This design comes from an exercise in tuning for small area and a short achievable clock period on the open sky130 flow, not from production work. Only simulation tests tie the RTL to the original design; equivalence was not proved. Power is estimated from default activity; no workload was simulated.

**run.sh**
```bash
#!/bin/bash
# synth_recipe.tcl (not shown) runs the flow's synth.tcl, then flattens the netlist and writes it again
# the make line also repeats each setting of config.mk as NAME=value (left out here)
make -C /OpenROAD-flow-scripts/flow DESIGN_CONFIG=/design/flow/config.mk WORK_HOME=/design/flow/orfs CLKGATE_MAP_FILE= SYNTH_SCRIPT=/design/flow/synth_recipe.tcl finish
```
**config.mk**
```make
export PLATFORM = sky130hd
export DESIGN_NAME = icache_top
export DESIGN_NICKNAME = icache_top
export VERILOG_FILES = /design/flow/design.v
export SDC_FILE = /design/flow/constraint.sdc
export NUM_CORES = 4
export LEC_CHECK = 0
export CAP_MARGIN = 20
export CORE_MARGIN = 2
export CORE_UTILIZATION = 55
export PLACE_DENSITY = 0.62
export SETUP_SLACK_MARGIN = 1.0
export SLEW_MARGIN = 20
export SYNTH_MEMORY_MAX_BITS = 16384
```
**constraint.sdc**
```tcl
create_clock -name core_clock -period 5.5 [get_ports {clk}]
set_input_delay 1.1000 -clock core_clock [delete_from_list [all_inputs] [get_ports {clk}]]
set_output_delay 1.1000 -clock core_clock [all_outputs]
set_load 0.01 [all_outputs]
```
**design.v**
```verilog
localparam int ADDR_W         = 32;
localparam int WORD_W         = 32;
localparam int PAGE_OFFSET_W  = 10;
localparam int PAGE_W         = ADDR_W - PAGE_OFFSET_W;
localparam int LINE_ADDR_W    = 8;
localparam int WORDS_PER_PAGE = 256;
localparam int BUBBLE_CYCLES  = 5;
module icache_top
(
    input  logic        clk,
    input  logic        rst_n,
    input  logic [31:0] i_pc_fetch,
    output logic [31:0] o_code_fetch,
    input  logic [31:0] i_spi_fetch,
    input  logic        i_spi_ready,
    output logic [31:0] o_spi_address,
    output logic        o_spi_addr_valid,
    output logic        o_clk_enable,
    output logic        o_icache_miss,
    output logic        o_core_bubble
);
localparam int ADDR_W         = 32;
localparam int WORD_W         = 32;
localparam int PAGE_OFFSET_W  = 10;
localparam int PAGE_W         = ADDR_W - PAGE_OFFSET_W;
localparam int LINE_ADDR_W    = 8;
localparam int WORDS_PER_PAGE = 256;
localparam int BUBBLE_CYCLES  = 5;
    localparam int LOG_G  = 3;                           
    localparam int G      = 1 << LOG_G;
    localparam int RING   = 16;                          
    logic        st_idle;
    logic [4:0]  st_bubble;
    logic        st_psel;
    logic        st_load;
    logic        st_fetch;
    logic        st_update;
    logic        st_bubbling;
    logic [PAGE_W-1:0] page;
    logic              page_ok;
    logic              hit;
    logic [LINE_ADDR_W-1:0] cnt;
    logic [LINE_ADDR_W-1:0] wcnt;
    logic [3:0]             rot;
    logic                   wr_strobe;
    logic                   last_word;
    logic [WORD_W-1:0] buf_q [0:G-1];
    logic [WORD_W-1:0] ring  [0:WORDS_PER_PAGE-1];
    assign hit       = page_ok && (i_pc_fetch[ADDR_W-1:PAGE_OFFSET_W] == page);
    assign wr_strobe = st_fetch && i_spi_ready;
    assign last_word = wr_strobe && (cnt == 8'hff);
    always_ff @(posedge clk or negedge rst_n)
    begin
        if (!rst_n)
        begin
            st_idle   <= 1'b1;
            st_bubble <= '0;
            st_psel   <= 1'b0;
            st_load   <= 1'b0;
            st_fetch  <= 1'b0;
            st_update <= 1'b0;
            st_bubbling <= 1'b0;
        end
        else
        begin
            st_idle   <= (st_idle && hit) || st_update;
            st_bubble <= {st_bubble[3:0], st_idle && !hit};
            st_psel   <= st_bubble[4];
            st_load   <= st_psel;
            st_fetch  <= st_load || (st_fetch && !last_word);
            st_update <= last_word;
            st_bubbling <= (st_idle && !hit) || (st_bubbling && !st_bubble[4]);
        end
    end
    always_ff @(posedge clk or negedge rst_n)
    begin
        if (!rst_n)
        begin
            page_ok <= 1'b0;
        end
        else if (st_psel)
        begin
            page_ok <= 1'b0;
        end
        else if (st_update)
        begin
            page_ok <= ~&page;
        end
    end
    always_ff @(posedge clk or negedge rst_n)
    begin
        if (!rst_n)
        begin
            page <= '0;
        end
        else if (st_psel)
        begin
            page <= i_pc_fetch[ADDR_W-1:PAGE_OFFSET_W];
        end
    end
    always_ff @(posedge clk or negedge rst_n)
    begin
        if (!rst_n)
        begin
            cnt <= '0;
        end
        else if (wr_strobe)
        begin
            cnt <= cnt + 1'b1;
        end
    end
    always_ff @(posedge clk)
    begin
        if (wr_strobe)
        begin
            buf_q[cnt[LOG_G-1:0]] <= i_spi_fetch;
        end
    end
    logic [3:0]             wpos;
    logic                   ring_wr;
    logic [WORD_W-1:0]      ring_wdata;
    assign wpos       = wcnt[3:0] - rot - 1'b1;
    assign ring_wr    = (cnt != wcnt) && (wpos[LOG_G-1:0] == '0);
    assign ring_wdata = buf_q[wcnt[LOG_G-1:0]];
    always_ff @(posedge clk or negedge rst_n)
    begin
        if (!rst_n)
        begin
            rot  <= '0;
            wcnt <= '0;
        end
        else
        begin
            rot <= rot + 1'b1;
            if (ring_wr)
            begin
                wcnt <= wcnt + 1'b1;
            end
        end
    end
    always_ff @(posedge clk)
    begin
        for (int h = 0; h < WORDS_PER_PAGE / RING; h++)
        begin
            for (int p = 0; p < RING; p++)
            begin
                if ((p % G == 0) && ring_wr && (wcnt[7:4] == h) && (wpos[3:LOG_G] == p / G))
                begin
                    ring[h * RING + p] <= ring_wdata;
                end
                else
                begin
                    ring[h * RING + p] <= ring[h * RING + (p + 1) % RING];
                end
            end
        end
    end
    logic [LINE_ADDR_W-1:0] ridx;
    logic [3:0]             rpos;
    logic                   bypass;
    logic [15:0]            sel_lo;
    logic [15:0]            sel_hi;
    logic [WORD_W-1:0]      ring_word;
    logic [WORD_W-1:0]      rd_word;
    assign ridx   = i_pc_fetch[PAGE_OFFSET_W-1:2];
    assign rpos   = ridx[3:0] - rot;
    assign bypass = (wcnt != '0) && (ridx >= wcnt);
    always_comb
    begin
        sel_lo = '0;
        sel_hi = '0;
        sel_lo[rpos] = 1'b1;
        sel_hi[ridx[7:4]] = 1'b1;
    end
    always_comb
    begin
        ring_word = '0;
        for (int i = 0; i < WORDS_PER_PAGE; i++)
        begin
            ring_word = ring_word | ({WORD_W{sel_hi[i / 16] & sel_lo[i % 16]}} & ring[i]);
        end
    end
    assign rd_word = bypass ? buf_q[ridx[LOG_G-1:0]] : ring_word;
    always_ff @(posedge clk or negedge rst_n)
    begin
        if (!rst_n)
        begin
            o_code_fetch <= '0;
        end
        else if (hit)
        begin
            o_code_fetch <= rd_word;
        end
        else
        begin
            o_code_fetch <= '0;
        end
    end
    assign o_spi_address    = {page, cnt, 2'b00};
    assign o_spi_addr_valid = st_fetch;
    assign o_core_bubble    = st_bubbling;
    assign o_clk_enable     = st_idle && hit;
    assign o_icache_miss    = !hit;
endmodule
```
==> results of run 1 <==
## per-layer routing
layer	GRT overflow	global-route usage
met3	1723	0.948
met4	2642	0.968
met2	5225	1.03
met5	246	0.887
met1	1757	0.964
## power groups by stage
stage / clock network, mW / logic [mW] / registers, mW
after floorplan: 0 / 4.47 / 65.8
after global placement: 0 / 13.0 / 66.4
after detailed placement: 0 / 13.2 / 66.5
after CTS: 56.9 / 13.5 / 65.2
## worst min path at each step
| stage | startpoint | end | slack (ns) | depth (start not counted) |
|---|---|---|---|---|
| floorplan | ring[116][1]$_DFF_P_ | ring[115][1]$_DFF_P_ | 0.32 | 0 |
| global placement | ring[143][1]$_DFF_P_ | ring[142][1]$_DFF_P_ | 0.32 | 0 |
| detailed placement | ring[4][14]$_DFF_P_ | ring[3][14]$_DFF_P_ | 0.33 | 0 |
| CTS | ring[254][16]$_DFF_P_ | ring[253][16]$_DFF_P_ | 0.30 | 0 |
## stage by stage
step,utilization,cells,instance area [sq um]
4_1_cts,0.734,30026,327000
3_5_place_dp,0.664,28418,296000
3_3_place_gp,0.663,28395,296000
2_1_floorplan,-,20062,247000
## logic make-up after synthesis
group	Yosys count	synth area share
buffers and inverters	1426	0.0232
xor gates and xnor gates	60	0.00242
adders and majority gates	25	0.00133
AOI/OAI and AO/OA	5878	0.175
other	1	0.0000152
muxes	257	0.0172
DFF	8534	0.705
and+or+nand+nor	3880	0.0759
## repair_timing
action / 4_1_cts
pin swaps: 138
gates resized for setup: 374
gates cloned: 0
buffers inserted: 165
hold endpoints to repair: 30
hold buffers: 1
endpoints found under the setup margin: 33
==> results by group, run 1 <==
Die
  • Placement row count: 245
  • Die width: 674 microns
  • # IOs: 135
  • Die H: 674 microns
  • Initial Util: 0.553

Status
  • Outcome: aborted with a tool error
  • Halt Stage: global routing (5_1_grt)
  • First Err: [ERROR GRT-0116] Global routing finished with congestion. Check the congestion regions in the DRC Viewer.

Placed design
  • Final GP Congestion: 1.44
  • Pre-CTS setup slack: -0.914 ns
  • Port buffer count: 130
  • DP HPWL: 1580000 microns

Synthesis
  • Asr flop ratio synth: 0.0101
  • Synth Warn #: 2
  • Count leader, synth: dfxtp_1
  • Yosys reg bits: around 8500
  • Sequential area share after synthesis: 0.705
  • Post-synth top cells: dfxtp_1 (8192), a22oi_1 (1617), nand2_1 (1262)
  • Post-Synthesis Cells: about 20000
  • EDFF count, synth: 256
  • Syn avg cell area: 12.3 sq um
  • Prevailing post-synth register cell: dfxtp_1
  • Yosys top cell area share: 0.665
  • Synth Cell Area: 247000 sq um
  • Cell variety after synth: approximately 110
  • Top post-synthesis cells by area: dfxtp_1 (66%), a22oi_1 (4.9%), edfxtp_1 (3.1%)
  • Yosys top cell by area: dfxtp_1

GRT
  • Vias in the first global route: 270031
  • First-pass GRT wire length: 2980000 microns
  • Total gr overflow: 11593
  • Largest net degree at the start of global routing: 74
  • Tot GR Track Use: 0.977

Clock network
  • Clock Path Buffers: 4
  • CTS root buf: clkbuf_16
  • Sink Count: between 8000 and 9000
  • # H-tree levels: 6
  • Total CTS buffers: 779
==> run 2, diff against run 1 <==
--- a/design.v
+++ b/design.v
@@ -42,6 +42,7 @@
     logic [LINE_ADDR_W-1:0] cnt;
     logic [LINE_ADDR_W-1:0] wcnt;
     logic [3:0]             rot;
+    logic [3:0]             vpos [0:RING-1];          
     logic                   wr_strobe;
     logic                   last_word;
     logic [WORD_W-1:0] buf_q [0:G-1];
@@ -126,16 +127,29 @@
     begin
         if (!rst_n)
         begin
-            rot  <= '0;
+            for (int p = 0; p < RING; p++)
+            begin
+                vpos[p] <= 4'(p);
+            end
+        end
+        else
+        begin
+            for (int p = 0; p < RING; p++)
+            begin
+                vpos[p] <= vpos[(p + 1) % RING];
+            end
+        end
+    end
+    assign rot = vpos[0];
+    always_ff @(posedge clk or negedge rst_n)
+    begin
+        if (!rst_n)
+        begin
             wcnt <= '0;
         end
-        else
-        begin
-            rot <= rot + 1'b1;
-            if (ring_wr)
-            begin
-                wcnt <= wcnt + 1'b1;
-            end
+        else if (ring_wr)
+        begin
+            wcnt <= wcnt + 1'b1;
         end
     end
     always_ff @(posedge clk)
@@ -156,28 +170,34 @@
         end
     end
     logic [LINE_ADDR_W-1:0] ridx;
-    logic [3:0]             rpos;
     logic                   bypass;
     logic [15:0]            sel_lo;
     logic [15:0]            sel_hi;
     logic [WORD_W-1:0]      ring_word;
     logic [WORD_W-1:0]      rd_word;
     assign ridx   = i_pc_fetch[PAGE_OFFSET_W-1:2];
-    assign rpos   = ridx[3:0] - rot;
     assign bypass = (wcnt != '0) && (ridx >= wcnt);
     always_comb
     begin
-        sel_lo = '0;
         sel_hi = '0;
-        sel_lo[rpos] = 1'b1;
         sel_hi[ridx[7:4]] = 1'b1;
-    end
+        for (int p = 0; p < RING; p++)
+        begin
+            sel_lo[p] = (ridx[3:0] == vpos[p]);
+        end
+    end
+    logic [WORD_W-1:0] ring_out [0:15];
     always_comb
     begin
         ring_word = '0;
-        for (int i = 0; i < WORDS_PER_PAGE; i++)
-        begin
-            ring_word = ring_word | ({WORD_W{sel_hi[i / 16] & sel_lo[i % 16]}} & ring[i]);
+        for (int h = 0; h < 16; h++)
+        begin
+            ring_out[h] = '0;
+            for (int p = 0; p < RING; p++)
+            begin
+                ring_out[h] = ring_out[h] | ({WORD_W{sel_lo[p]}} & ring[h * RING + p]);
+            end
+            ring_word = ring_word | ({WORD_W{sel_hi[h]}} & ring_out[h]);
         end
     end
     assign rd_word = bypass ? buf_q[ridx[LOG_G-1:0]] : ring_word;
==> config.mk (replaced) <==
export PLATFORM = sky130hd
export DESIGN_NAME = icache_top
export DESIGN_NICKNAME = icache_top
export VERILOG_FILES = /design/flow/design.v
export SDC_FILE = /design/flow/constraint.sdc
export NUM_CORES = 4
export LEC_CHECK = 0
export CAP_MARGIN = 10
export CORE_MARGIN = 2
export CORE_UTILIZATION = 45
export CTS_CLUSTER_SIZE = 30
export PLACE_DENSITY = 0.55
export SETUP_SLACK_MARGIN = 1.5
export SLEW_MARGIN = 10
export SYNTH_MEMORY_MAX_BITS = 16384
==> run 2 against run 1 <==
  * The run now finishes clean
  * Synthesized cell count shrank 11%
  * Area after synthesis is 3.1% lower
==> results by group, run 2 <==
Die
  • Die H: 733 microns (was 674 microns)
  • # IOs: 135 (unchanged)
  • Initial Util: 0.452 (was 0.553)
  • Die area: 537000 sq um
  • Placement row count: 267 (was 245)
  • Core area: 529000 sq um
  • Die width: 733 microns (was 674 microns)

Synthesis
  • Top post-synthesis cells by area: dfxtp_1 (69%), a221oi_1 (5.4%), a22o_1 (5.4%) (was dfxtp_1 (66%), a22oi_1 (4.9%), edfxtp_1 (3.1%))
  • Cell variety after synth: 52 (was 109)
  • Yosys top cell by area: dfxtp_1 (unchanged)
  • Post-Synthesis Cells: 17868 (was 20061)
  • Synth Cell Area: 239000 sq um (was 247000 sq um)
  • Compound-cell area share of the yosys netlist: 0.180 (was 0.175)
  • Yosys top cell area share: 0.687 (was 0.665)
  • Sequential area share after synthesis: 0.734 (was 0.705)
  • Synth Warn #: 4 (was 2)
  • Asr flop ratio synth: 0.0170 (was 0.0101)
  • Multiplexer area fraction after synthesis: 0.0159 (was 0.0172)
  • Post-synth top cells: dfxtp_1 (8192), a221oi_1 (1470), a22o_1 (1470) (was dfxtp_1 (8192), a22oi_1 (1617), nand2_1 (1262))
  • Syn avg cell area: 13.4 sq um (was 12.3 sq um)
  • EDFF count, synth: 256 (unchanged)
  • Count leader, synth: dfxtp_1 (unchanged)
  • Post-synthesis simple-gate area fraction: 0.0403 (was 0.0759)
  • Yosys reg bits: 8594 (was 8534)
  • Prevailing post-synth register cell: dfxtp_1 (unchanged)
  • Largest family of logic cells by synthesized area: compound AO/OA/AOI/OAI gates (unchanged)
  • Synth Area in Adders: 0.00103 (was 0.00133)
  • Post-synthesis xor/xnor area fraction: 0.00417 (was 0.00242)

STA
  • Final min period: roughly 4.4 ns
  • Max frequency: 0.226 GHz
  • Sum Neg Setup Slack: 0 ns
  • Final period utilization: 0.806
  • Relative slew slack: 0.140
  • Worst Tran Pin Value: around 1.3 ns
  • Count of final setup violators: 0
  • Fin Clk Skew: ~0.081 ns
  • Unrepaired setup endpoints after global routing: yes
  • Final worst slack: 1.07 ns
  • Final hold violations: 0
  • Max Slew Vio Count: 0

Job
  • Max-cap viol count: 0

Placed design
  • Pre-CTS setup slack: -0.778 ns (was -0.914 ns)
  • Cell count after placement: 24575 (was 28418)
  • Placed inst area: 255000 sq um (was 296000 sq um)
  • Port buffer count: 130 (unchanged)
  • DP HPWL: 474000 microns (was 1580000 microns)
  • Final GP Congestion: 0.824 (was 1.44)

Cells and area
  • Fillers: 43737
  • Reg with most FFs: ring
  • Area of the multi-input gates: 59500 sq um
  • Register area: about 180000 sq um
  • Post-route insts no fill: 26195
  • Post-route cell area: 284000 sq um
  • Area Overhead vs Synth: 19.1%
  • Layout Nets: 18587
  • Layout cells sized above 1: 0.142
  • Max reg flops: 8192
  • Commonest non-fill, non-tap cell in the layout: dfxtp_1
  • Most frequent cells in the layout: dfxtp_1 (8192), a22o_1 (1470), a221oi_1 (1455), a22oi_1 (1156), clkbuf_16 (820)

Routing
  • Wire length per cell: 31.0 microns
  • Post-route ant nets: 0
  • DRT Pass-1 Iters: 6
  • Via count: 156562
  • Drt total wl: 812000 microns
  • DRC viols: 0
  • First DRT Iteration DRCs: 16682
  • Via/cell ratio: 5.98

Min path
  • WHS Endpoint: ring[169][2]$_DFF_P_
  • HP Start: ring[170][2]$_DFF_P_
  • Worst Hold Class: reg -> reg
  • Hold Crit Depth: 0

Power
  • Comb pwr share: 0.025
  • Sw Pwr: 26.7 mW
  • Sequential power share: 0.514
  • Leak Pwr: 103 nW
  • VDD IR-drop max: 0.000440 V
  • Sw Share: 0.218
  • Int Power: 95.8 mW
  • Share of total power in the clock network: 0.461
  • Cell Pwr Density: 431 nW/um^2
  • Tot Pwr: between 100 and 150 mW

Clock network
  • # H-tree levels: 6 (unchanged)
  • Clock transition at path regs: 0.07 ns
  • Clock Path Buffers: 4 (unchanged)
  • Total CTS buffers: 801 (was 779)
  • TritonCTS clock tree: built
  • Sink Count: 8594 (was 8534)
  • Clk latency of the worst-skew pair: between 1 and 1.5 ns
  • CTS root buf: clkbuf_16 (unchanged)

Setup path
  • R2r setup slk: 1.11 ns
  • Setup CP Type: in -> reg
  • R2R Path Start: vpos[5][0]$_DFF_PN1_
  • Reg-to-Reg End: o_code_fetch[21]$_DFF_PN0_
  • CP Data Required Time: 6.55 ns
  • R2R depth: 13
  • CP startpoint kind: input port
  • Crit path DAT: 5.48 ns
  • Crit. End Element: flip-flop
  • Crit Path Max Fanout: 9

GRT
  • Total gr overflow: 0
  • Initial antenna violation count: 63
  • Vias in the first global route: 155918
  • Largest net degree at the start of global routing: 98
  • First-pass GRT wire length: 1140000 microns
  • Tot GR Track Use: 0.287

Status
  • Outcome: finished clean (was aborted with a tool error)
==> run 2: cell count changes after synthesis, moves of 400 or more <==
cell,delta
a31oi_1,+400
a22o_1,+885
a21oi_1,-436
nand2_1,-645
a22oi_1,-461
a221oi_1,+968
clkbuf_1,-457
nand3_1,-500
==> run 2: kinds of logic (layout without fill, tap and decap cells) <==
kind of cell    after synthesis  count (layout)
xor+xnor                    113             113
compound gates             5639            5639
simple gates               1962            1968
buf+inv                    1323            2624
other cells                   1              27
mux                         217             217
fa+ha+maj                    19              19
flops                      8594            8594
==> run 2: power groups by stage <==
stage	registers, mW	logic (mW)	clock network (mW)
3_3_place_gp	64.4	2.95	0
2_1_floorplan	64.4	1.18	0
4_1_cts	63.0	3.05	56.9
3_5_place_dp	64.4	2.96	0
5_1_grt	63.0	3.13	59.6
6_report	63.0	3.08	56.4
==> run 2: routing by layer <==
metal  up-vias  wire length [microns]  global-route usage
li1      68527                      -                   -
met1     80082                 357000               0.407
met2      6716                 362000               0.450
met3      1225                  66200              0.0515
met4        12                  26400              0.0825
met5         -                     83                   0
==> run 2: cell type report <==
cell class                 instances  share of cell area
sequential                      8594               0.617
multi-input combinational       7958               0.209
clock buffer                    1232              0.0842
timing repair buffer            1128              0.0477
tap                             6994              0.0308
clock inverter                   246              0.0112
inverter                          18            0.000246
antenna                           25            0.000220
==> run 2: metrics by stage <==
stage                     hold WS [ns]   util
after global placement           0.332  0.481
final                            0.307  0.538
after global routing             0.305  0.538
after floorplan                  0.331      -
after CTS                        0.297  0.536
after detailed placement         0.335  0.481
==> run 2: worst max path at each step <==
stage | slack, ns | to | startpoint
2_1_floorplan | 1.50 | o_code_fetch[15]$_DFF_PN0_ | i_pc_fetch[2]
3_3_place_gp | -0.74 | o_code_fetch[21]$_DFF_PN0_ | i_pc_fetch[5]
3_5_place_dp | -0.78 | o_code_fetch[21]$_DFF_PN0_ | i_pc_fetch[5]
4_1_cts | 1.25 | o_code_fetch[21]$_DFF_PN0_ | vpos[10][1]$_DFF_PN1_
5_1_grt | 1.20 | ring[40][16]$_DFF_P_ | wcnt[1]$_DFFE_PN0P_
6_report | 1.07 | o_code_fetch[21]$_DFF_PN0_ | i_pc_fetch[6]
==> run 2: critical path: stages <==
cell and delay [ns]:
clkdlybuf4s50_1 0.62, inv_1 0.11, ha_1 0.31, nand3_1 0.14, o31ai_2 0.18, buf_4 0.22
nand2_8 0.19, buf_16 0.17, a31oi_1 0.07, nor4_4 0.68, nand4_1 0.90, buf_6 0.45
o221a_2 0.28
==> run 2: timing repair <==
item / 4_1_cts / 5_1_grt
setup buffers: 70 / 19
hold endpoints to repair: 8 / 0
gates cloned: 14 / 13
pin swaps: 30 / 20
hold buffers: 1 / 0
gates resized for setup: 166 / 43
endpoints found under the setup margin: 219 / 445
==> run 3, diff against run 2 <==
--- a/design.v
+++ b/design.v
@@ -43,6 +43,7 @@
     logic [LINE_ADDR_W-1:0] wcnt;
     logic [3:0]             rot;
     logic [3:0]             vpos [0:RING-1];          
+    logic [3:0]             vq   [0:RING-1];          
     logic                   wr_strobe;
     logic                   last_word;
     logic [WORD_W-1:0] buf_q [0:G-1];
@@ -129,15 +130,22 @@
         begin
             for (int p = 0; p < RING; p++)
             begin
-                vpos[p] <= 4'(p);
+                vq[p] <= '0;
             end
         end
         else
         begin
             for (int p = 0; p < RING; p++)
             begin
-                vpos[p] <= vpos[(p + 1) % RING];
-            end
+                vq[p] <= vq[(p + 1) % RING] ^ 4'((p + 1) % RING) ^ 4'(p);
+            end
+        end
+    end
+    always_comb
+    begin
+        for (int p = 0; p < RING; p++)
+        begin
+            vpos[p] = vq[p] ^ 4'(p);
         end
     end
     assign rot = vpos[0];
--- a/config.mk
+++ b/config.mk
@@ -7,9 +7,10 @@
 export LEC_CHECK = 0
 export CAP_MARGIN = 10
 export CORE_MARGIN = 2
-export CORE_UTILIZATION = 45
+export CORE_UTILIZATION = 62
+export CTS_CLUSTER_DIAMETER = 80
 export CTS_CLUSTER_SIZE = 30
-export PLACE_DENSITY = 0.55
-export SETUP_SLACK_MARGIN = 1.5
+export PLACE_DENSITY = 0.7
+export SETUP_SLACK_MARGIN = 1.6
 export SLEW_MARGIN = 10
 export SYNTH_MEMORY_MAX_BITS = 16384
==> run 3 against run 2 <==
  * Non-clock buffer count fell by 107
  * Clock power fell by 47%
  * First-iteration DRC count rose by 20%
  * Combinational power rose to 2.7 times the previous value
  * Total power fell by 16%
  * Core utilization rose by 15 points
  * Via count fell by 0.80%
  * Sequential cell count did not move
  * Global-route usage rose by 7.0 points
  * Cell count fell by 12%
  * Routed wire length fell by 11%
  * Critical endpoint is now ring[8][0]$_DFF_P_
  * Largest power group unchanged
==> results by group, run 3 <==
Power
  • Cell Pwr Density: 395 nW/um^2 (was 431 nW/um^2)
  • VDD IR-drop max: 0.000490 V (was 0.000440 V)
  • Leak Pwr: 93.7 nW (was 103 nW)
  • Tot Pwr: 103 mW (was 123 mW)

STA
  • Relative slew slack: 0.238 (was 0.140)
  • Max Slew Vio Count: 0 (unchanged)
  • Final min period: 4.03 ns (was 4.43 ns)
  • Unrepaired setup endpoints after global routing: yes (unchanged)
  • Final period utilization: 0.732 (was 0.806)
  • Count of final setup violators: 0 (unchanged)
  • Fin Clk Skew: 0.0437 ns (was 0.0811 ns)
  • Worst Tran Pin Value: 1.12 ns (was 1.26 ns)
  • Final hold violations: 0 (unchanged)
  • Max frequency: 0.248 GHz (was 0.226 GHz)
  • Sum Neg Setup Slack: 0 ns (unchanged)
  • Final worst slack: 1.47 ns (was 1.07 ns)

Cells and area
  • Commonest non-fill, non-tap cell in the layout: dfxtp_1 (unchanged)
  • Layout cells sized above 1: 0.0925 (was 0.142)
  • Post-route cell area: 262000 sq um (was 284000 sq um)
  • Reg with most FFs: ring (unchanged)
  • Max reg flops: 8192 (unchanged)
  • Most frequent cells in the layout: dfxtp_1 (8192), a22o_1 (1388), a221oi_1 (1384), a22oi_1 (1320), nand2_1 (593) (was dfxtp_1 (8192), a22o_1 (1470), a221oi_1 (1455), a22oi_1 (1156), clkbuf_16 (820))
  • Area Overhead vs Synth: 9.57% (was 19.1%)
  • Layout Nets: 18067 (was 18587)

Synthesis
  • Post-Synthesis Cells: 17927 (was 17868)
  • Sequential area share after synthesis: 0.734 (about the same)
  • EDFF count, synth: 256 (unchanged)
  • Asr flop ratio synth: 0.0170 (unchanged)
  • Synth Cell Area: 239000 sq um (about the same)
  • Syn avg cell area: 13.3 sq um (was 13.4 sq um)
  • Count leader, synth: dfxtp_1 (unchanged)
  • Yosys top cell by area: dfxtp_1 (unchanged)
  • Cell variety after synth: 53 (was 52)
  • Synth Warn #: 5 (was 4)
  • Post-synth top cells: dfxtp_1 (8192), a221oi_1 (1388), a22o_1 (1388) (was dfxtp_1 (8192), a221oi_1 (1470), a22o_1 (1470))
  • Top post-synthesis cells by area: dfxtp_1 (69%), a221oi_1 (5.1%), a22o_1 (5.1%) (was dfxtp_1 (69%), a221oi_1 (5.4%), a22o_1 (5.4%))
  • Yosys top cell area share: 0.686 (was 0.687)
  • Prevailing post-synth register cell: dfxtp_1 (unchanged)
  • Yosys reg bits: 8594 (unchanged)

Status
  • Outcome: finished clean (unchanged)

Clock network
  • Clock transition at path regs: 0.12 ns (was 0.07 ns)
  • Clock Path Buffers: 4 (unchanged)
  • TritonCTS clock tree: built (unchanged)
  • CTS root buf: clkbuf_16 (unchanged)
  • Clk latency of the worst-skew pair: 1.00 ns (was 1.17 ns)
  • Total CTS buffers: 327 (was 801)
  • # H-tree levels: 5 (was 6)
  • Hold_buf cts: 0 (was 1)
  • Sink Count: 8594 (unchanged)

Setup path
  • CP Depth: 8 (was 13)
  • CP Data Required Time: 6.32 ns (was 6.55 ns)
  • Setup CP Type: reg -> reg (was in -> reg)
  • Critical Path Start: wcnt[1]$_DFFE_PN0P_ (was i_pc_fetch[6])
  • Crit. End Element: flip-flop (unchanged)
  • R2R depth: 8 (was 13)
  • Reg-to-Reg End: ring[8][0]$_DFF_P_ (was o_code_fetch[21]$_DFF_PN0_)
  • Crit path DAT: 4.85 ns (was 5.48 ns)
  • Crit path largest cell delay: 0.80 ns (was 0.90 ns)
  • Crit-path slowest cell: nand3_4 (was nand4_1)
  • Bufs and invs on worst path: 2 (was 5)
  • R2r setup slk: 1.47 ns (was 1.11 ns)
  • End of the critical path: ring[8][0]$_DFF_P_ (was o_code_fetch[21]$_DFF_PN0_)
  • Crit Path Max Fanout: 27 (was 9)
  • R2R Path Start: wcnt[1]$_DFFE_PN0P_ (was vpos[5][0]$_DFF_PN1_)
  • CP delay by family, top: simple AND/OR/NAND/NOR gates (unchanged)
  • CP startpoint kind: flip-flop (was input port)
  • Crit-path cells: fa_1 -> xor2_1 -> a2111oi_4 -> buf_6 -> nand3_4 -> buf_4 -> nand2_1 -> o21ai_0 (was clkdlybuf4s50_1 -> inv_1 -> ha_1 -> nand3_1 -> o31ai_2 -> buf_4 -> nand2_8 -> buf_16 -> a31oi_1 -> nor4_4 -> nand4_1 -> buf_6 -> o221a_2)

Routing
  • First DRT Iteration DRCs: 20072 (was 16682)
  • Wire length per cell: 31.2 microns (was 31.0 microns)
  • Via count: 155313 (was 156562)
  • DRT Pass-1 Iters: 7 (was 6)
  • Via/cell ratio: 6.72 (was 5.98)
  • Post-route ant nets: 0 (unchanged)
  • DRC viols: 0 (unchanged)
  • Drt total wl: 720000 microns (was 812000 microns)

Die
  • # IOs: 135 (unchanged)
  • Die H: 625 microns (was 733 microns)
  • Die width: 625 microns (was 733 microns)
  • Placement row count: 227 (was 267)
  • Core area: 383000 sq um (was 529000 sq um)
  • Die area: 390000 sq um (was 537000 sq um)
  • Initial Util: 0.624 (was 0.452)

Placed design
  • Placed inst area: 252000 sq um (was 255000 sq um)
  • Final GP Congestion: 0.874 (was 0.824)
  • DP HPWL: 444000 microns (was 474000 microns)
  • Port buffer count: 130 (unchanged)
  • Pre-CTS setup slack: -0.128 ns (was -0.778 ns)

GRT
  • First-pass GRT wire length: 1040000 microns (was 1140000 microns)
  • Largest net degree at the start of global routing: 68 (was 98)
  • Initial antenna violation count: 44 (was 63)
  • Total gr overflow: 0 (unchanged)
  • Tot GR Track Use: 0.357 (was 0.287)
  • Vias in the first global route: 151448 (was 155918)

Job
  • Max-cap viol count: 0 (unchanged)

Min path
  • Worst Hold Class: in -> async (was reg -> reg)
==> run 3: final cells by class <==
type                    instances  area, sq um
diodes                         31         77.6
fillers                     27086       121000
clock buffers                 352         8440
clock inverters                34          510
multi-input cells            7991        59300
well taps                    5038         6300
inverters                      46          175
repair buffers               1021        11600
flip-flops and latches       8594       175000
==> run 3: worst min-delay path by stage <==
stage	end	from	slack (ns)	depth (start not counted)
floorplan	ring[102][10]$_DFF_P_	ring[103][10]$_DFF_P_	0.33	0
global placement	ring[146][9]$_DFF_P_	ring[147][9]$_DFF_P_	0.33	0
detailed placement	ring[105][23]$_DFF_P_	ring[106][23]$_DFF_P_	0.34	0
CTS	cnt[7]$_DFFE_PN0P_	rst_n	0.09	1
global route	cnt[7]$_DFFE_PN0P_	rst_n	0.13	1
finish	cnt[7]$_DFFE_PN0P_	rst_n	0.09	1
==> run 3: logic make-up (layout without fill, tap and decap cells) <==
family / Yosys count / in the layout / share of synthesized area
buffers and inverters: 1347 / 1453 / 0.0250
adder cells (fa/ha/maj): 19 / 19 / 0.00103
XOR/XNOR: 111 / 111 / 0.00410
flip-flops: 8594 / 8594 / 0.734
other: 1 / 33 / 0.0000157
AO/OA/AOI/OAI: 5648 / 5648 / 0.179
multiplexers: 215 / 215 / 0.0158
AND/OR/NAND/NOR: 1992 / 1996 / 0.0408
==> run 3: per-layer routing <==
metal,global-route usage,share of wire
met5,0,0.00023
met4,0.120,0.038
met3,0.0670,0.11
met2,0.542,0.44
met1,0.515,0.42
==> run 3: per-stage QoR <==
stage / hold WS, ns / utilization / cells
6_report: 0.0883 / 0.684 / 23107
5_1_grt: 0.128 / 0.684 / 23080
4_1_cts: 0.0888 / 0.683 / 23069
3_5_place_dp: 0.335 / 0.657 / 22644
3_3_place_gp: 0.332 / 0.657 / 22642
2_1_floorplan: 0.331 / - / 17928
==> run 3: where the power goes <==
part	internal [mW]	switching, mW
Sequential	64.2	0.956
Clock	11.3	18.5
Combinational	2.09	6.37
Total	77.6	25.8
==> run 3: timing repair <==
item | in CTS | in global routing
setup endpoints to repair | 592 | 279
buffers inserted | 34 | 6
gates cloned | 5 | 1
pin swaps | 30 | 17
resized for setup | 108 | 52
==> run 4, diff against run 3 <==
--- a/design.v
+++ b/design.v
@@ -41,7 +41,6 @@
     logic              hit;
     logic [LINE_ADDR_W-1:0] cnt;
     logic [LINE_ADDR_W-1:0] wcnt;
-    logic [3:0]             rot;
     logic [3:0]             vpos [0:RING-1];          
     logic [3:0]             vq   [0:RING-1];          
     logic                   wr_strobe;
@@ -119,15 +118,38 @@
         end
     end
     logic [3:0]             wpos;
+    logic [3:0]             npend;
     logic                   ring_wr;
     logic [WORD_W-1:0]      ring_wdata;
-    assign wpos       = wcnt[3:0] - rot - 1'b1;
-    assign ring_wr    = (cnt != wcnt) && (wpos[LOG_G-1:0] == '0);
+    assign ring_wr    = (npend != '0) && (wpos[LOG_G-1:0] == '0);
     assign ring_wdata = buf_q[wcnt[LOG_G-1:0]];
     always_ff @(posedge clk or negedge rst_n)
     begin
         if (!rst_n)
         begin
+            wpos  <= 4'hf;
+            npend <= '0;
+        end
+        else
+        begin
+            if (!ring_wr)
+            begin
+                wpos <= wpos - 1'b1;
+            end
+            if (wr_strobe && !ring_wr)
+            begin
+                npend <= npend + 1'b1;
+            end
+            else if (!wr_strobe && ring_wr)
+            begin
+                npend <= npend - 1'b1;
+            end
+        end
+    end
+    always_ff @(posedge clk or negedge rst_n)
+    begin
+        if (!rst_n)
+        begin
             for (int p = 0; p < RING; p++)
             begin
                 vq[p] <= '0;
@@ -148,7 +170,6 @@
             vpos[p] = vq[p] ^ 4'(p);
         end
     end
-    assign rot = vpos[0];
     always_ff @(posedge clk or negedge rst_n)
     begin
         if (!rst_n)
@@ -208,22 +229,29 @@
             ring_word = ring_word | ({WORD_W{sel_hi[h]}} & ring_out[h]);
         end
     end
-    assign rd_word = bypass ? buf_q[ridx[LOG_G-1:0]] : ring_word;
-    always_ff @(posedge clk or negedge rst_n)
-    begin
-        if (!rst_n)
-        begin
-            o_code_fetch <= '0;
-        end
-        else if (hit)
-        begin
-            o_code_fetch <= rd_word;
-        end
-        else
-        begin
-            o_code_fetch <= '0;
-        end
-    end
+    logic [WORD_W-1:0] rd_q;
+    logic [WORD_W-1:0] byp_q;
+    logic              bypass_q;
+    logic              hit_q;
+    always_ff @(posedge clk)
+    begin
+        rd_q     <= ring_word;
+        byp_q    <= buf_q[ridx[LOG_G-1:0]];
+        bypass_q <= bypass;
+    end
+    always_ff @(posedge clk or negedge rst_n)
+    begin
+        if (!rst_n)
+        begin
+            hit_q <= 1'b0;
+        end
+        else
+        begin
+            hit_q <= hit;
+        end
+    end
+    assign rd_word      = bypass_q ? byp_q : rd_q;
+    assign o_code_fetch = hit_q ? rd_word : '0;
     assign o_spi_address    = {page, cnt, 2'b00};
     assign o_spi_addr_valid = st_fetch;
     assign o_core_bubble    = st_bubbling;
==> flow/run.sh (new file) <==
#!/bin/bash
# Own layout flow: the standard flow, with plain buffers on the ports and
# cell sizing not held to the same footprint. The tool output goes to a log
# file in the work folder.
set -euo pipefail
W=$(pwd)
bash standard.sh MATCH_CELL_FOOTPRINT=0 "BUFFER_PORTS_ARGS=-buffer_cell sky130_fd_sc_hd__buf_4" finish > $W/flow_layout.log 2>&1
==> standard.sh (new file) <==
#!/bin/bash
# synth_recipe.tcl (not shown) runs the flow's synth.tcl, then flattens the netlist and writes it again
# the make line also repeats each setting of config.mk as NAME=value (left out here)
make -C /OpenROAD-flow-scripts/flow DESIGN_CONFIG=/design/flow/config.mk WORK_HOME=/design/flow/orfs CLKGATE_MAP_FILE= SYNTH_SCRIPT=/design/flow/synth_recipe.tcl "${@:-finish}"
--- a/config.mk
+++ b/config.mk
@@ -7,10 +7,10 @@
 export LEC_CHECK = 0
 export CAP_MARGIN = 10
 export CORE_MARGIN = 2
-export CORE_UTILIZATION = 62
+export CORE_UTILIZATION = 52
 export CTS_CLUSTER_DIAMETER = 80
 export CTS_CLUSTER_SIZE = 30
-export PLACE_DENSITY = 0.7
-export SETUP_SLACK_MARGIN = 1.6
+export PLACE_DENSITY = 0.6
+export SETUP_SLACK_MARGIN = 2.0
 export SLEW_MARGIN = 10
 export SYNTH_MEMORY_MAX_BITS = 16384
removed: run.sh
==> run 4 against run 3 <==
  * Still clean
  * Sequential share of layout area rose by 0.42 points
  * Area after synthesis is essentially flat
  * Setup slack improved by 0.34 ns
  * Largest cell class unchanged
  * Largest power group unchanged
==> results by group, run 4 <==
Cells and area
  • Commonest non-fill, non-tap cell in the layout: dfxtp_1 (unchanged)
  • Reg with most FFs: ring (unchanged)
  • Max reg flops: 8192 (unchanged)
  • Area Overhead vs Synth: 9.35% (was 9.57%)
  • Layout Nets: 17853 (was 18067)
  • Layout cells sized above 1: 0.0905 (was 0.0925)
  • Final Util: 0.572 (was 0.684)
  • Post-route cell area: 261000 sq um (was 262000 sq um)
  • Post-route insts no fill: 23979 (was 23107)
  • Fillers: 37133 (was 27086)
  • Most frequent cells in the layout: dfxtp_1 (8245), a22o_1 (1536), a221oi_1 (1536), a22oi_1 (1024), nor2_1 (935) (was dfxtp_1 (8192), a22o_1 (1388), a221oi_1 (1384), a22oi_1 (1320), nand2_1 (593))

GRT
  • Vias in the first global route: 147553 (was 151448)
  • Total gr overflow: 0 (unchanged)
  • First-pass GRT wire length: 1030000 microns (was 1040000 microns)
  • Tot GR Track Use: 0.298 (was 0.357)
  • Initial antenna violation count: 25 (was 44)
  • Largest net degree at the start of global routing: 91 (was 68)

Routing
  • First DRT Iteration DRCs: 16093 (was 20072)
  • Post-route ant nets: 0 (unchanged)
  • Drt total wl: 718000 microns (was 720000 microns)
  • Via/cell ratio: 6.23 (was 6.72)
  • Wire length per cell: 29.9 microns (was 31.2 microns)
  • DRC viols: 0 (unchanged)
  • Via count: 149420 (was 155313)
  • DRT Pass-1 Iters: 8 (was 7)

Synthesis
  • Post-Synthesis Cells: 17889 (was 17927)
  • Count leader, synth: dfxtp_1 (unchanged)
  • Sequential area share after synthesis: 0.737 (was 0.734)
  • Asr flop ratio synth: 0.0142 (was 0.0170)
  • Cell variety after synth: 46 (was 53)
  • Yosys top cell by area: dfxtp_1 (unchanged)
  • Top post-synthesis cells by area: dfxtp_1 (69%), a221oi_1 (5.6%), a22o_1 (5.6%) (was dfxtp_1 (69%), a221oi_1 (5.1%), a22o_1 (5.1%))
  • Yosys reg bits: 8636 (was 8594)
  • Prevailing post-synth register cell: dfxtp_1 (unchanged)
  • Syn avg cell area: 13.4 sq um (was 13.3 sq um)
  • Synth Cell Area: 239000 sq um (about the same)
  • EDFF count, synth: 256 (unchanged)
  • Post-synth top cells: dfxtp_1 (8257), a221oi_1 (1536), a22o_1 (1536) (was dfxtp_1 (8192), a221oi_1 (1388), a22o_1 (1388))
  • Yosys top cell area share: 0.692 (was 0.686)
  • Synth Warn #: 5 (unchanged)

Setup path
  • CP Data Required Time: 6.36 ns (was 6.32 ns)
  • Reg-to-Reg End: ring[96][9]$_DFF_P_ (was ring[8][0]$_DFF_P_)
  • R2R depth: 7 (was 8)
  • CP delay by family, top: simple AND/OR/NAND/NOR gates (unchanged)
  • Crit-path cells: inv_1 -> ha_1 -> nor3b_2 -> nand3_1 -> nor2_4 -> buf_4 -> a21oi_1 (was fa_1 -> xor2_1 -> a2111oi_4 -> buf_6 -> nand3_4 -> buf_4 -> nand2_1 -> o21ai_0)
  • Crit path DAT: 4.55 ns (was 4.85 ns)
  • Crit Path Max Fanout: 38 (was 27)
  • Crit. End Element: flip-flop (unchanged)
  • Bufs and invs on worst path: 2 (unchanged)
  • Crit-path slowest cell: nand3_1 (was nand3_4)
  • R2r setup slk: 1.82 ns (was 1.47 ns)
  • R2R Path Start: wpos[0]$_DFFE_PN1N_ (was wcnt[1]$_DFFE_PN0P_)
  • Crit path largest cell delay: 0.88 ns (was 0.80 ns)
  • Setup CP Type: reg -> reg (unchanged)
  • CP startpoint kind: flip-flop (unchanged)

Clock network
  • CTS root buf: clkbuf_16 (unchanged)
  • Clk latency of the worst-skew pair: 1.01 ns (was 1.00 ns)
  • Sink Count: 8636 (was 8594)
  • Clock Path Buffers: 4 (unchanged)
  • Total CTS buffers: 335 (was 327)
  • Clock transition at path regs: 0.11 ns (was 0.12 ns)
  • # H-tree levels: 5 (unchanged)
  • TritonCTS clock tree: built (unchanged)

Placed design
  • Port buffer count: 130 (unchanged)
  • Final GP Congestion: 0.824 (was 0.874)
  • DP HPWL: 428000 microns (was 444000 microns)
  • Cell count after placement: 23490 (was 22644)
  • Placed inst area: 251000 sq um (was 252000 sq um)

STA
  • Worst Tran Pin Value: 1.34 ns (was 1.12 ns)
  • Fin Clk Skew: 0.0614 ns (was 0.0437 ns)
  • Worst hold slack: 0.157 ns (was 0.0883 ns)
  • Relative slew slack: 0.0907 (was 0.238)
  • Final min period: 3.68 ns (was 4.03 ns)
  • Final hold violations: 0 (unchanged)
  • Final period utilization: 0.670 (was 0.732)
  • Max Slew Vio Count: 0 (unchanged)
  • Max frequency: 0.271 GHz (was 0.248 GHz)
  • Sum Neg Setup Slack: 0 ns (unchanged)
  • Count of final setup violators: 0 (unchanged)
  • Unrepaired setup endpoints after global routing: yes (unchanged)

Die
  • # IOs: 135 (unchanged)
  • Initial Util: 0.523 (was 0.624)
  • Core area: 457000 sq um (was 383000 sq um)
  • Die H: 682 microns (was 625 microns)
  • Die width: 682 microns (was 625 microns)
  • Die area: 465000 sq um (was 390000 sq um)
  • Placement row count: 248 (was 227)

Min path
  • Worst Hold Class: in -> async (unchanged)

Job
  • Max-cap viol count: 0 (unchanged)

Status
  • Outcome: finished clean (unchanged)

Power
  • Cell Pwr Density: 413 nW/um^2 (was 395 nW/um^2)
  • Leak Pwr: 93.3 nW (was 93.7 nW)
  • VDD IR-drop max: 0.000567 V (was 0.000490 V)
==> run 4: metal layers <==
layer / share of wire / wire length, microns / up-vias / track usage
met4: 0.027 / 19400 / 12 / 0.0730
li1: - / - / 66421 / -
met2: 0.45 / 322000 / 5947 / 0.470
met1: 0.45 / 324000 / 76129 / 0.437
met3: 0.072 / 51600 / 911 / 0.0363
met5: 0.00011 / 82 / - / 0
==> run 4: final cells by class <==
cell class	instances	area, sq um	area share
inverter	49	186	0.000714
timing repair buffer	836	8920	0.0341
clock inverter	53	682	0.00261
multi-input combinational	7907	59000	0.226
antenna	11	27.5	0.000105
sequential	8636	176000	0.674
clock buffer	362	8730	0.0334
tap	6125	7660	0.0293
==> run 4: worst max-delay path by stage <==
| stage | startpoint | to | slack, ns | cells past startpoint |
|---|---|---|---|---|
| 3_5_place_dp | i_pc_fetch[5] | rd_q[26]$_DFF_P_ | 0.81 | 12 |
| 5_1_grt | wpos[0]$_DFFE_PN1N_ | ring[96][7]$_DFF_P_ | 1.70 | 8 |
| 6_report | wpos[0]$_DFFE_PN1N_ | ring[96][9]$_DFF_P_ | 1.82 | 7 |
| 2_1_floorplan | i_spi_ready | buf_q[2][0]$_DFFE_PP_ | 1.51 | 2 |
| 4_1_cts | page[11]$_DFFE_PN0P_ | o_clk_enable | 1.75 | 6 |
| 3_3_place_gp | i_pc_fetch[3] | rd_q[2]$_DFF_P_ | 0.70 | 12 |
==> run 4: cell families (layout without fill, tap and decap cells) <==
| family | count (synthesis) | after routing | share of synthesized area |
|---|---|---|---|
| adders and majority gates | 21 | 21 | 0.00113 |
| DFF | 8636 | 8636 | 0.737 |
| and+or+nand+nor | 1876 | 1878 | 0.0383 |
| other | 1 | 13 | 0.0000157 |
| AOI/OAI and AO/OA | 5648 | 5648 | 0.180 |
| buffers and inverters | 1349 | 1300 | 0.0221 |
| muxes | 250 | 250 | 0.0175 |
| xor gates and xnor gates | 108 | 108 | 0.00396 |
==> run 4: power by group <==
group | internal, mW | switching [mW] | leakage [nW]
sequential | 66.0 | 1.85 | 70.5
clock | 11.9 | 18.9 | 4.61
combinational | 2.35 | 7.04 | 18.2
total | 80.2 | 27.8 | 93.3
==> run 4: what timing repair did <==
| action | in CTS | in global routing |
|---|---|---|
| hold buffers | 0 | 0 |
| resized for setup | 26 | 16 |
| endpoints found under the setup margin | 309 | 193 |
| pin swaps | 20 | 8 |
| buffers inserted | 50 | 11 |
| cloned | 0 | 2 |
==> run 4: per-stage QoR <==
step	power [mW]	worst slack (ns)
6_report	108	1.82
5_1_grt	111	1.70
4_1_cts	108	1.75
3_5_place_dp	78.4	0.810
3_3_place_gp	78.3	0.700
2_1_floorplan	72.6	1.51
==> run 5, diff against run 4 <==
==> run.sh (new file) <==
#!/bin/bash
# synth_recipe.tcl (not shown) runs the flow's synth.tcl, then flattens the netlist and writes it again
# the make line also repeats each setting of config.mk as NAME=value (left out here)
make -C /OpenROAD-flow-scripts/flow DESIGN_CONFIG=/design/flow/config.mk WORK_HOME=/design/flow/orfs CLKGATE_MAP_FILE= SYNTH_SCRIPT=/design/flow/synth_recipe.tcl finish
--- a/config.mk
+++ b/config.mk
@@ -8,8 +8,8 @@
 export CAP_MARGIN = 10
 export CORE_MARGIN = 2
 export CORE_UTILIZATION = 52
-export CTS_CLUSTER_DIAMETER = 80
-export CTS_CLUSTER_SIZE = 30
+export CTS_CLUSTER_DIAMETER = 70
+export CTS_CLUSTER_SIZE = 25
 export PLACE_DENSITY = 0.6
 export SETUP_SLACK_MARGIN = 2.0
 export SLEW_MARGIN = 10
removed: flow/run.sh
removed: standard.sh
==> run 5 against run 4 <==
  * Still clean on timing, DRC and antenna
  * Core utilization increased by 1.2 points
  * Die area unchanged
  * Via count increased by 0.84%
  * Design area increased by 2.2%
  * Largest cell class unchanged
==> results by group, run 5 <==
Synthesis
  • Post-Synthesis Cells: 17889 (unchanged)
  • Synth Cell Area: 239000 sq um (unchanged)
  • Count leader, synth: dfxtp_1 (unchanged)
  • Syn avg cell area: 13.4 sq um (unchanged)
  • Yosys reg bits: 8636 (unchanged)
  • Top post-synthesis cells by area: dfxtp_1 (69%), a221oi_1 (5.6%), a22o_1 (5.6%) (unchanged)
  • Synth Warn #: 5 (unchanged)
  • EDFF count, synth: 256 (unchanged)
  • Prevailing post-synth register cell: dfxtp_1 (unchanged)
  • Cell variety after synth: 46 (unchanged)
  • Yosys top cell area share: 0.692 (unchanged)
  • Yosys top cell by area: dfxtp_1 (unchanged)
  • Post-synth top cells: dfxtp_1 (8257), a221oi_1 (1536), a22o_1 (1536) (unchanged)
  • Asr flop ratio synth: 0.0142 (unchanged)
  • Sequential area share after synthesis: 0.737 (unchanged)

STA
  • Sum Neg Setup Slack: 0 ns (unchanged)
  • Count of final setup violators: 0 (unchanged)
  • Max Slew Vio Count: 0 (unchanged)
  • Final hold violations: 0 (unchanged)
  • Final min period: 3.71 ns (was 3.68 ns)
  • Relative slew slack: 0.252 (was 0.0907)
  • Fin Clk Skew: 0.0903 ns (was 0.0614 ns)
  • Unrepaired setup endpoints after global routing: yes (unchanged)
  • Worst Tran Pin Value: 1.11 ns (was 1.34 ns)
  • Worst hold slack: 0.154 ns (was 0.157 ns)
  • Max frequency: 0.269 GHz (was 0.271 GHz)
  • Final period utilization: 0.675 (was 0.670)

Placed design
  • Port buffer count: 130 (unchanged)
  • Placed inst area: 252000 sq um (was 251000 sq um)
  • Final GP Congestion: 0.829 (was 0.824)
  • DP HPWL: 433000 microns (was 428000 microns)

Job
  • Max-cap viol count: 0 (unchanged)

Die
  • Placement row count: 248 (unchanged)
  • Die H: 682 microns (unchanged)
  • Die area: 465000 sq um (unchanged)
  • Initial Util: 0.523 (unchanged)
  • Core area: 457000 sq um (unchanged)
  • # IOs: 135 (unchanged)
  • Die width: 682 microns (unchanged)

Clock network
  • Total CTS buffers: 430 (was 335)
  • Clk latency of the worst-skew pair: 1.04 ns (was 1.01 ns)
  • CTS root buf: clkbuf_16 (unchanged)
  • Sink Count: 8636 (unchanged)
  • Clock transition at path regs: 0.08 ns (was 0.11 ns)
  • Clock Path Buffers: 4 (unchanged)
  • TritonCTS clock tree: built (unchanged)
  • # H-tree levels: 5 (unchanged)

GRT
  • Met3 Usage GRT: 0.0420 (was 0.0363)
  • Largest net degree at the start of global routing: 92 (was 91)
  • Tot GR Track Use: 0.299 (was 0.298)
  • Vias in the first global route: 149859 (was 147553)
  • Most Crowded Layer GR: met2 (unchanged)
  • Initial antenna violation count: 36 (was 25)
  • Total gr overflow: 0 (unchanged)
  • GR Layer Usage met1: 0.425 (was 0.437)
  • Met2 usage: 0.473 (was 0.470)
  • First-pass GRT wire length: 1030000 microns (about the same)

Setup path
  • Crit-path cells: clkdlybuf4s50_1 -> xor2_1 -> nor4_1 -> nand4_1 -> nor3_2 -> buf_4 -> and2_4 -> buf_6 (was inv_1 -> ha_1 -> nor3b_2 -> nand3_1 -> nor2_4 -> buf_4 -> a21oi_1)
  • Crit path largest cell delay: 0.44 ns (was 0.88 ns)
  • Crit path DAT: 2.61 ns (was 4.55 ns)
  • CP Data Required Time: 4.40 ns (was 6.36 ns)
  • Setup CP Type: in -> out (was reg -> reg)
  • R2R Path Start: vq[10][1]$_DFF_PN0_ (was wpos[0]$_DFFE_PN1N_)
  • CP delay by family, top: buffers and inverters (was simple AND/OR/NAND/NOR gates)
  • CP startpoint kind: input port (was flip-flop)
  • Crit-path slowest cell: clkdlybuf4s50_1 (was nand3_1)
  • R2R depth: 10 (was 7)
  • Crit Path Max Fanout: 2 (was 38)
  • Reg-to-Reg End: rd_q[13]$_DFF_P_ (was ring[96][9]$_DFF_P_)
  • R2r setup slk: 2.13 ns (was 1.82 ns)
  • Bufs and invs on worst path: 3 (was 2)
  • Crit. End Element: output port (was flip-flop)

Min path
  • Worst Hold Class: in -> async (unchanged)

Power
  • Cell Pwr Density: 429 nW/um^2 (was 413 nW/um^2)
  • Leak Pwr: 95.8 nW (was 93.3 nW)
  • Sequential power share: 0.593 (was 0.628)
  • Comb pwr share: 0.084 (was 0.087)
  • Int Power: 84.9 mW (was 80.2 mW)
  • VDD IR-drop max: 0.000337 V (was 0.000567 V)
  • Share of total power in the clock network: 0.324 (was 0.285)
  • Sw Share: 0.258 (was 0.257)
  • Sw Pwr: 29.5 mW (was 27.8 mW)

Cells and area
  • Area Overhead vs Synth: 11.7% (was 9.35%)
  • Layout Nets: 17968 (was 17853)
  • Reg with most FFs: ring (unchanged)
  • Max reg flops: 8192 (unchanged)
  • Layout cells sized above 1: 0.101 (was 0.0905)
  • Final Util: 0.584 (was 0.572)
  • Fillers: 36597 (was 37133)
  • Post-route cell area: 267000 sq um (was 261000 sq um)
  • Commonest non-fill, non-tap cell in the layout: dfxtp_1 (unchanged)
  • Most frequent cells in the layout: dfxtp_1 (8237), a22o_1 (1536), a221oi_1 (1534), a22oi_1 (1024), nor2_1 (935) (was dfxtp_1 (8245), a22o_1 (1536), a221oi_1 (1536), a22oi_1 (1024), nor2_1 (935))

Routing
  • DRC viols: 0 (unchanged)
  • First DRT Iteration DRCs: 14901 (was 16093)
  • Wire length per cell: 29.7 microns (was 29.9 microns)
  • DRT Pass-1 Iters: 6 (was 8)
  • Via count: 150676 (was 149420)
  • Post-route ant nets: 0 (unchanged)
  • Drt total wl: 720000 microns (was 718000 microns)
  • Via/cell ratio: 6.21 (was 6.23)

Status
  • Outcome: finished clean (unchanged)
==> run 5: cell counts after synthesis <==
Identical to the previous run, type by type.
==> run 5: area by class of cell <==
| class | count | area (sq um) | area share |
|---|---|---|---|
| flip-flops and latches | 8636 | 176000 | 0.660 |
| multi-input cells | 7905 | 59400 | 0.222 |
| clock buffers | 482 | 11400 | 0.0426 |
| repair buffers | 858 | 9750 | 0.0365 |
| well taps | 6125 | 7660 | 0.0287 |
| clock inverters | 191 | 2440 | 0.00915 |
| inverters | 49 | 186 | 0.000699 |
| diodes | 5 | 12.5 | 0.0000469 |
==> run 5: metal layers <==
metal | wire length, microns | up-vias
met1 | 321000 | 76815
met3 | 51200 | 1082
met2 | 325000 | 5938
li1 | - | 66835
met4 | 23400 | 6
met5 | 42 | -
==> run 5: repair_timing <==
action	CTS	global route
endpoints found under the hold margin	0	0
endpoints found under the setup margin	66	60
pin swaps	12	16
gates resized for setup	209	74
buffers inserted	26	22
hold buffers	0	0
cloned	2	6
==> run 5: per-stage QoR <==
step | worst slack (ns) | std cells | total power [mW]
finish | 1.79 | 24251 | 114
global route | 1.72 | 24248 | 118
CTS | 1.70 | 24218 | 115
detailed placement | 0.322 | 23517 | 78.4
global placement | 0.172 | 23515 | 78.3
floorplan | 1.51 | 17890 | 72.6
==> run 5: logic make-up after synthesis <==
kind of cell,synth area share
flops,0.737
compound gates,0.180
simple gates,0.0383
buf+inv,0.0221
mux,0.0175
xor+xnor,0.00396
fa+ha+maj,0.00113
other cells,0.0000157
==> run 5: power groups by stage <==
stage                     Clock, mW  Sequential [mW]  Combinational, mW
final                          37.0             67.8               9.61
after global routing           39.6             68.1               9.81
after CTS                      37.4             67.8               9.41
after detailed placement          0             69.2               9.21
after global placement            0             69.1               9.20
after floorplan                   0             68.4               4.24
==> run 5: how the worst max path moves through the flow <==
stage,start,end,slack (ns),cells after the start
detailed placement,i_pc_fetch[5],rd_q[11]$_DFF_P_,0.32,14
finish,i_pc_fetch[26],o_clk_enable,1.79,8
global placement,i_pc_fetch[5],rd_q[5]$_DFF_P_,0.17,12
floorplan,i_spi_ready,buf_q[2][0]$_DFFE_PP_,1.51,2
global route,page[3]$_DFFE_PN0P_,o_clk_enable,1.72,7
CTS,page[3]$_DFFE_PN0P_,o_clk_enable,1.70,7

-- separate check: timing with driven ports --
Ports are ideal in the flow. The routed layouts listed here were re-timed in OpenROAD.
Step 1 sets driving cells, clkbuf_16 on the clock port and buf_2 on the other inputs (assumed; they add their load-dependent delay and slew).
Step 2 also shifts input and output timing later by t, the mid clock arrival at the registers, as if the neighbouring blocks saw the same clock.
a / b / c = no drivers / after step 1 / after step 2; a / b = the first two.
run	shift t [ns]	setup WS [ns]	hold WS [ns]	slew at the worst register clock pin (ns)	pins driven straight from the clock port
run 2	1.264	1.070 / 1.068 / -0.195	0.307 / 0.307 / 0.307	0.07 / 0.07	1
run 3	1.107	1.474 / 1.474 / 0.607	0.088 / 0.004 / 0.336	0.12 / 0.12	1
run 4	1.098	1.816 / 1.774 / 0.842	0.157 / 0.075 / 0.319	0.12 / 0.12	1
run 5	1.113	1.785 / 1.699 / 0.980	0.154 / 0.078 / 0.320	0.10 / 0.10	1
Met with ideal ports but missed after step 2: setup timing in run 2. For run 2, which loses most, drivers alone change the setup slack by -0.002 ns; drivers and shift together by -1.265 ns.
